Background: an optimization exercise with open tools, aiming at small area. Do not read the settings as production practice. In this exercise RTL edits were held to simulation tests only and were not proved equivalent to the original. Power and IR drop assume default switching activity.

==> job 2272: inputs <==
==> flow/design.v <==
module scanline_buf_ctrl #(
    parameter int unsigned REPEAT      = 2,
    parameter int unsigned LINE_LEN    = 256,
    parameter logic [5:0]  BLANK_COLOR = 6'h0F
) (
    input  logic       clk,
    input  logic       rst_n,
    input  logic       ppu_pix_valid,
    input  logic [7:0] ppu_pix_x,
    input  logic [5:0] ppu_pix_data,
    input  logic       ppu_line_done,
    input  logic       flush,
    input  logic [7:0] vga_addr,
    input  logic       vga_line_end,
    output logic [5:0] vga_pixel,
    output logic       disp_valid,
    output logic [7:0] underrun_cnt,
    output logic       overrun
);
    typedef enum logic [1:0] {
        EMPTY   = 2'd0,
        PENDING = 2'd1,
        SHOW    = 2'd2
    } state_t;
    localparam logic [1:0] REP_LAST = 2'(REPEAT - 1);
    state_t     state_q;
    logic       wr_bank_q;
    logic       disp_bank_q;
    logic       first_line_q;
    logic       disp_valid_q;
    logic       show_q;
    logic [1:0] rep_cnt_q;
    logic [5:0] mem_q [0:511];
    logic [5:0] rd_data_q;
    logic line_end;
    logic line_done;
    logic swap_pt;
    logic wr_en;
    assign line_end  = vga_line_end;
    assign line_done = ppu_line_done;
    assign swap_pt   = line_end &&
                       ((rep_cnt_q == REP_LAST) || (state_q == PENDING && first_line_q));
    assign wr_en     = ppu_pix_valid && (state_q != PENDING) &&
                       (32'(ppu_pix_x) < LINE_LEN);
    always_ff @(posedge clk or negedge rst_n) begin
        if (!rst_n) begin
            state_q      <= EMPTY;
            wr_bank_q    <= 1'b0;
            disp_bank_q  <= 1'b1;
            rep_cnt_q    <= 2'd0;
            first_line_q <= 1'b0;
            disp_valid_q <= 1'b0;
        end else if (flush) begin
            state_q      <= EMPTY;
            rep_cnt_q    <= 2'd0;
            first_line_q <= 1'b0;
            disp_valid_q <= 1'b0;
        end else begin
            case (state_q)
                EMPTY: begin
                    if (line_end) begin
                        rep_cnt_q <= (rep_cnt_q == REP_LAST) ? 2'd0 : rep_cnt_q + 2'd1;
                    end
                    if (line_done) begin
                        state_q      <= PENDING;
                        first_line_q <= 1'b1;
                    end
                end
                PENDING: begin
                    if (swap_pt) begin
                        disp_bank_q  <= wr_bank_q;
                        wr_bank_q    <= ~wr_bank_q;
                        rep_cnt_q    <= 2'd0;
                        disp_valid_q <= 1'b1;
                        first_line_q <= 1'b0;
                        state_q      <= SHOW;
                    end else if (line_end) begin
                        rep_cnt_q <= rep_cnt_q + 2'd1;
                    end
                end
                SHOW: begin
                    if (swap_pt) begin
                        rep_cnt_q <= 2'd0;
                        if (line_done) begin
                            disp_bank_q <= wr_bank_q;
                            wr_bank_q   <= ~wr_bank_q;
                        end
                    end else begin
                        if (line_end) begin
                            rep_cnt_q <= rep_cnt_q + 2'd1;
                        end
                        if (line_done) begin
                            state_q <= PENDING;
                        end
                    end
                end
                default: state_q <= EMPTY;
            endcase
        end
    end
    logic [7:0] underrun_cnt_q;
    logic       overrun_q;
    always_ff @(posedge clk or negedge rst_n) begin
        if (!rst_n) begin
            underrun_cnt_q <= 8'd0;
            overrun_q      <= 1'b0;
        end else if (!flush) begin
            if (state_q == SHOW && swap_pt && !line_done && underrun_cnt_q != 8'hFF) begin
                underrun_cnt_q <= underrun_cnt_q + 8'd1;
            end
            if (state_q == PENDING && line_done) begin
                overrun_q <= 1'b1;
            end
        end
    end
    assign underrun_cnt = underrun_cnt_q;
    assign overrun      = overrun_q;
    always_ff @(posedge clk) begin
        if (wr_en) begin
            mem_q[{wr_bank_q, ppu_pix_x}] <= ppu_pix_data;
        end
        rd_data_q <= mem_q[{disp_bank_q, vga_addr}];
    end
    always_ff @(posedge clk or negedge rst_n) begin
        if (!rst_n) begin
            show_q <= 1'b0;
        end else begin
            show_q <= disp_valid_q && !flush;
        end
    end
    assign vga_pixel  = show_q ? rd_data_q : BLANK_COLOR;
    assign disp_valid = disp_valid_q;
endmodule
==> flow/run.sh <==
#!/bin/bash
# synth_recipe.tcl (not shown) runs the flow's synth.tcl, then flattens the netlist and writes it again
# the make line also repeats each setting of config.mk as NAME=value (left out here)
make -C /OpenROAD-flow-scripts/flow DESIGN_CONFIG=/design/flow/config.mk WORK_HOME=/design/flow/orfs CLKGATE_MAP_FILE= SYNTH_SCRIPT=/design/flow/synth_recipe.tcl finish
==> flow/config.mk <==
export PLATFORM = sky130hd
export DESIGN_NAME = scanline_buf_ctrl
export DESIGN_NICKNAME = scanline_buf_ctrl
export VERILOG_FILES = /design/flow/design.v
export SDC_FILE = /design/flow/constraint.sdc
export NUM_CORES = 4
export LEC_CHECK = 0
export CAP_MARGIN = 20
export CORE_MARGIN = 2
export CORE_UTILIZATION = 40
export SLEW_MARGIN = 20
==> flow/constraint.sdc <==
create_clock -name core_clock -period 3.5 [get_ports {clk}]
set_input_delay 0.7000 -clock core_clock [delete_from_list [all_inputs] [get_ports {clk}]]
set_output_delay 0.7000 -clock core_clock [all_outputs]
set_load 0.01 [all_outputs]
==> job 6799: changes against job 2272 <==
--- a/flow/design.v
+++ b/flow/design.v
@@ -24,12 +24,12 @@
     } state_t;
     localparam logic [1:0] REP_LAST = 2'(REPEAT - 1);
+    localparam int unsigned NWORDS = 512;
     state_t     state_q;
-    logic       wr_bank_q;
-    logic       disp_bank_q;
+    logic       wr_bank_q;       
     logic       first_line_q;
     logic       disp_valid_q;
     logic       show_q;
+    logic       pol_q;
     logic [1:0] rep_cnt_q;
-    logic [5:0] mem_q [0:511];
     logic [5:0] rd_data_q;
     logic line_end;
@@ -47,5 +47,4 @@
             state_q      <= EMPTY;
             wr_bank_q    <= 1'b0;
-            disp_bank_q  <= 1'b1;
             rep_cnt_q    <= 2'd0;
             first_line_q <= 1'b0;
@@ -69,5 +68,4 @@
                 PENDING: begin
                     if (swap_pt) begin
-                        disp_bank_q  <= wr_bank_q;
                         wr_bank_q    <= ~wr_bank_q;
                         rep_cnt_q    <= 2'd0;
@@ -83,6 +81,5 @@
                         rep_cnt_q <= 2'd0;
                         if (line_done) begin
-                            disp_bank_q <= wr_bank_q;
-                            wr_bank_q   <= ~wr_bank_q;
+                            wr_bank_q <= ~wr_bank_q;
                         end
                     end else begin
@@ -116,9 +113,86 @@
     assign underrun_cnt = underrun_cnt_q;
     assign overrun      = overrun_q;
+    always_ff @(posedge clk or negedge rst_n) begin
+        if (!rst_n) pol_q <= 1'b0;
+        else        pol_q <= ~pol_q;
+    end
+    logic [NWORDS-1:0] we, we_n;
+    logic [255:0]      rsel;
+    logic [8:0]        waddr;
+    logic [5:0]        wdat;         
+    assign waddr = {wr_bank_q, ppu_pix_x};
+    assign wdat  = ppu_pix_data ^ {6{pol_q}};
+    always_comb begin
+        for (int w = 0; w < NWORDS; w++) begin
+            we[w]   = wr_en && (waddr == 9'(w));
+            we_n[w] = ~we[w];
+        end
+        for (int a = 0; a < 256; a++) begin
+            rsel[a] = (vga_addr == 8'(a));
+        end
+    end
+    logic [6*NWORDS-1:0] cell_q, cell_d;
+    for (genvar w = 0; w < NWORDS; w++) begin : g_word
+        for (genvar b = 0; b < 6; b++) begin : g_bit
+            scanline_buf_wcell u_cell (
+                .q   (cell_q[6*w+b]),
+                .we  (we[w]),
+                .we_n(we_n[w]),
+                .x   (wdat[b]),
+                .d   (cell_d[6*w+b])
+            );
+        end
+    end
     always_ff @(posedge clk) begin
-        if (wr_en) begin
-            mem_q[{wr_bank_q, ppu_pix_x}] <= ppu_pix_data;
-        end
-        rd_data_q <= mem_q[{disp_bank_q, vga_addr}];
+        cell_q <= cell_d;
+    end
+    logic [5:0] rd_pix;
+    for (genvar b = 0; b < 6; b++) begin : g_rbit
+        logic [1:0] bank_n;
+        for (genvar k = 0; k < 2; k++) begin : g_bank
+            logic [85:0] l1_n;      
+            logic [21:0] l2;        
+            logic [10:0] l3_n;      
+            logic [2:0]  l4;        
+            for (genvar g = 0; g < 84; g++) begin : g_l1
+                scanline_buf_rd3 u_rd (
+                    .s0(rsel[3*g]),   .d0(cell_q[6*(256*k+3*g)+b]),
+                    .s1(rsel[3*g+1]), .d1(cell_q[6*(256*k+3*g+1)+b]),
+                    .s2(rsel[3*g+2]), .d2(cell_q[6*(256*k+3*g+2)+b]),
+                    .y (l1_n[g])
+                );
+            end
+            for (genvar g = 0; g < 2; g++) begin : g_l1b
+                scanline_buf_rd2 u_rd (
+                    .s0(rsel[252+2*g]),   .d0(cell_q[6*(256*k+252+2*g)+b]),
+                    .s1(rsel[252+2*g+1]), .d1(cell_q[6*(256*k+252+2*g+1)+b]),
+                    .y (l1_n[84+g])
+                );
+            end
+            for (genvar g = 0; g < 21; g++) begin : g_l2
+                scanline_buf_nand4 u_g (.a(l1_n[4*g]), .b(l1_n[4*g+1]), .c(l1_n[4*g+2]),
+                                        .d(l1_n[4*g+3]), .y(l2[g]));
+            end
+            scanline_buf_nand2 u_l2b (.a(l1_n[84]), .b(l1_n[85]), .y(l2[21]));
+            for (genvar g = 0; g < 11; g++) begin : g_l3
+                scanline_buf_nor2 u_g (.a(l2[2*g]), .b(l2[2*g+1]), .y(l3_n[g]));
+            end
+            for (genvar g = 0; g < 2; g++) begin : g_l4
+                scanline_buf_nand4 u_g (.a(l3_n[4*g]), .b(l3_n[4*g+1]), .c(l3_n[4*g+2]),
+                                        .d(l3_n[4*g+3]), .y(l4[g]));
+            end
+            scanline_buf_nand3 u_l4b (.a(l3_n[8]), .b(l3_n[9]), .c(l3_n[10]), .y(l4[2]));
+            scanline_buf_nor3 u_l5 (.a(l4[0]), .b(l4[1]), .c(l4[2]), .y(bank_n[k]));
+        end
+        scanline_buf_wcell u_bsel (
+            .q   (bank_n[1]),
+            .we  (wr_bank_q),
+            .we_n(~wr_bank_q),
+            .x   (bank_n[0]),
+            .d   (rd_pix[b])
+        );
+    end
+    always_ff @(posedge clk) begin
+        rd_data_q <= rd_pix;
     end
     always_ff @(posedge clk or negedge rst_n) begin
@@ -129,5 +203,41 @@
         end
     end
-    assign vga_pixel  = show_q ? rd_data_q : BLANK_COLOR;
+    assign vga_pixel  = show_q ? (rd_data_q ^ {6{~pol_q}}) : BLANK_COLOR;
     assign disp_valid = disp_valid_q;
 endmodule
+module scanline_buf_wcell (
+    input  logic q,
+    input  logic we,
+    input  logic we_n,
+    input  logic x,
+    output logic d
+);
+    assign d = ~((q | we) & (we_n | x));
+endmodule
+module scanline_buf_rd3 (
+    input  logic s0, d0, s1, d1, s2, d2,
+    output logic y
+);
+    assign y = ~((s0 & d0) | (s1 & d1) | (s2 & d2));
+endmodule
+module scanline_buf_rd2 (
+    input  logic s0, d0, s1, d1,
+    output logic y
+);
+    assign y = ~((s0 & d0) | (s1 & d1));
+endmodule
+module scanline_buf_nand4 (input logic a, b, c, d, output logic y);
+    assign y = ~(a & b & c & d);
+endmodule
+module scanline_buf_nand3 (input logic a, b, c, output logic y);
+    assign y = ~(a & b & c);
+endmodule
+module scanline_buf_nand2 (input logic a, b, output logic y);
+    assign y = ~(a & b);
+endmodule
+module scanline_buf_nor3 (input logic a, b, c, output logic y);
+    assign y = ~(a | b | c);
+endmodule
+module scanline_buf_nor2 (input logic a, b, output logic y);
+    assign y = ~(a | b);
+endmodule
--- a/flow/config.mk
+++ b/flow/config.mk
@@ -6,6 +6,8 @@
 export NUM_CORES = 4
 export LEC_CHECK = 0
-export CAP_MARGIN = 20
+export CAP_MARGIN = 10
 export CORE_MARGIN = 2
-export CORE_UTILIZATION = 40
-export SLEW_MARGIN = 20
+export CORE_UTILIZATION = 50
+export SLEW_MARGIN = 10
+export SYNTH_HIERARCHICAL = 1
+export SYNTH_MINIMUM_KEEP_SIZE = 0
==> comparison table <==
Result of the run: job 2272 no timing/DRC/antenna violations; job 6799 finished with violations
Violated checks: job 2272 -; job 6799 setup timing
Proportion of netlist area held by the largest area contributor: job 2272 75.12%; job 6799 60.80%
Data required time of the worst path: job 2272 4.29 ns; job 6799 4.30 ns
Worst Setup Slack post-DPL: job 2272 -0.3754 ns; job 6799 -1.047 ns
Final clock skew: job 2272 0.03708 ns; job 6799 0.04821 ns
Number of global-route vias before repair: job 2272 66747; job 6799 92847
Number of cell instances on the worst register-to-register path: job 2272 9; job 6799 8
Number of well taps: job 2272 4100; job 6799 2672
Final Wtd Congestion: job 2272 0.9003; job 6799 1.013
Initial antenna violation count: job 2272 12; job 6799 16
Static Leakage: job 2272 48.36 nW; job 6799 44.56 nW
Maximum number of pins on one net before global-route repair: job 2272 121; job 6799 98
Total cell area at the placement stage: job 2272 135900 µm²; job 6799 113900 µm²
Number of vias per cell: job 2272 5.652; job 6799 7.391
Non-clock buffer share of cell area: job 2272 7.364%; job 6799 7.749%
Share of cell area taken by muxes after synthesis: job 2272 14.11%; job 6799 0.03086%
Clock latency on the worst-skew pair: job 2272 0.87 ns; job 6799 0.94 ns
Final critical-path required period: job 2272 3.127 ns; job 6799 3.541 ns
Post-route cell area: job 2272 145800 µm²; job 6799 124900 µm²
Final Power: job 2272 78.39 mW; job 6799 78.54 mW
Worst IR Drop VDD: job 2272 0.4211 mV; job 6799 0.5765 mV
Number of filler instances in the final layout: job 2272 25068; job 6799 16550
Final antenna diode count: job 2272 5; job 6799 19

-- static timing again, ports no longer ideal --
In the flow no input, the clock included, has a driving cell. The finished layouts below were timed again as built, in two steps. Step 1, drivers: a clkbuf_16 drives clk and a buf_2 each remaining input, both assumed. Step 2 times the ports against the registers' clock, not the clock port: input delays grow and output delays shrink by t, the midpoint of the rising clock arrivals with the driver on. Three values: ideal ports, drivers, drivers and shift; two values: the first two.
run | t (ns) | slack for setup (ns) | hold slack, ns
job 2272 | 0.940 | 0.373 / 0.373 / -0.538 | 0.309 / 0.261 / 0.494
job 6799 | 1.019 | -0.041 / -0.103 / -0.999 | 0.248 / 0.189 / 0.440
Met with ideal ports but missed after step 2: setup timing in job 2272. For job 6799, which loses most, drivers alone change the setup slack by -0.062 ns; drivers and shift together by -0.958 ns.
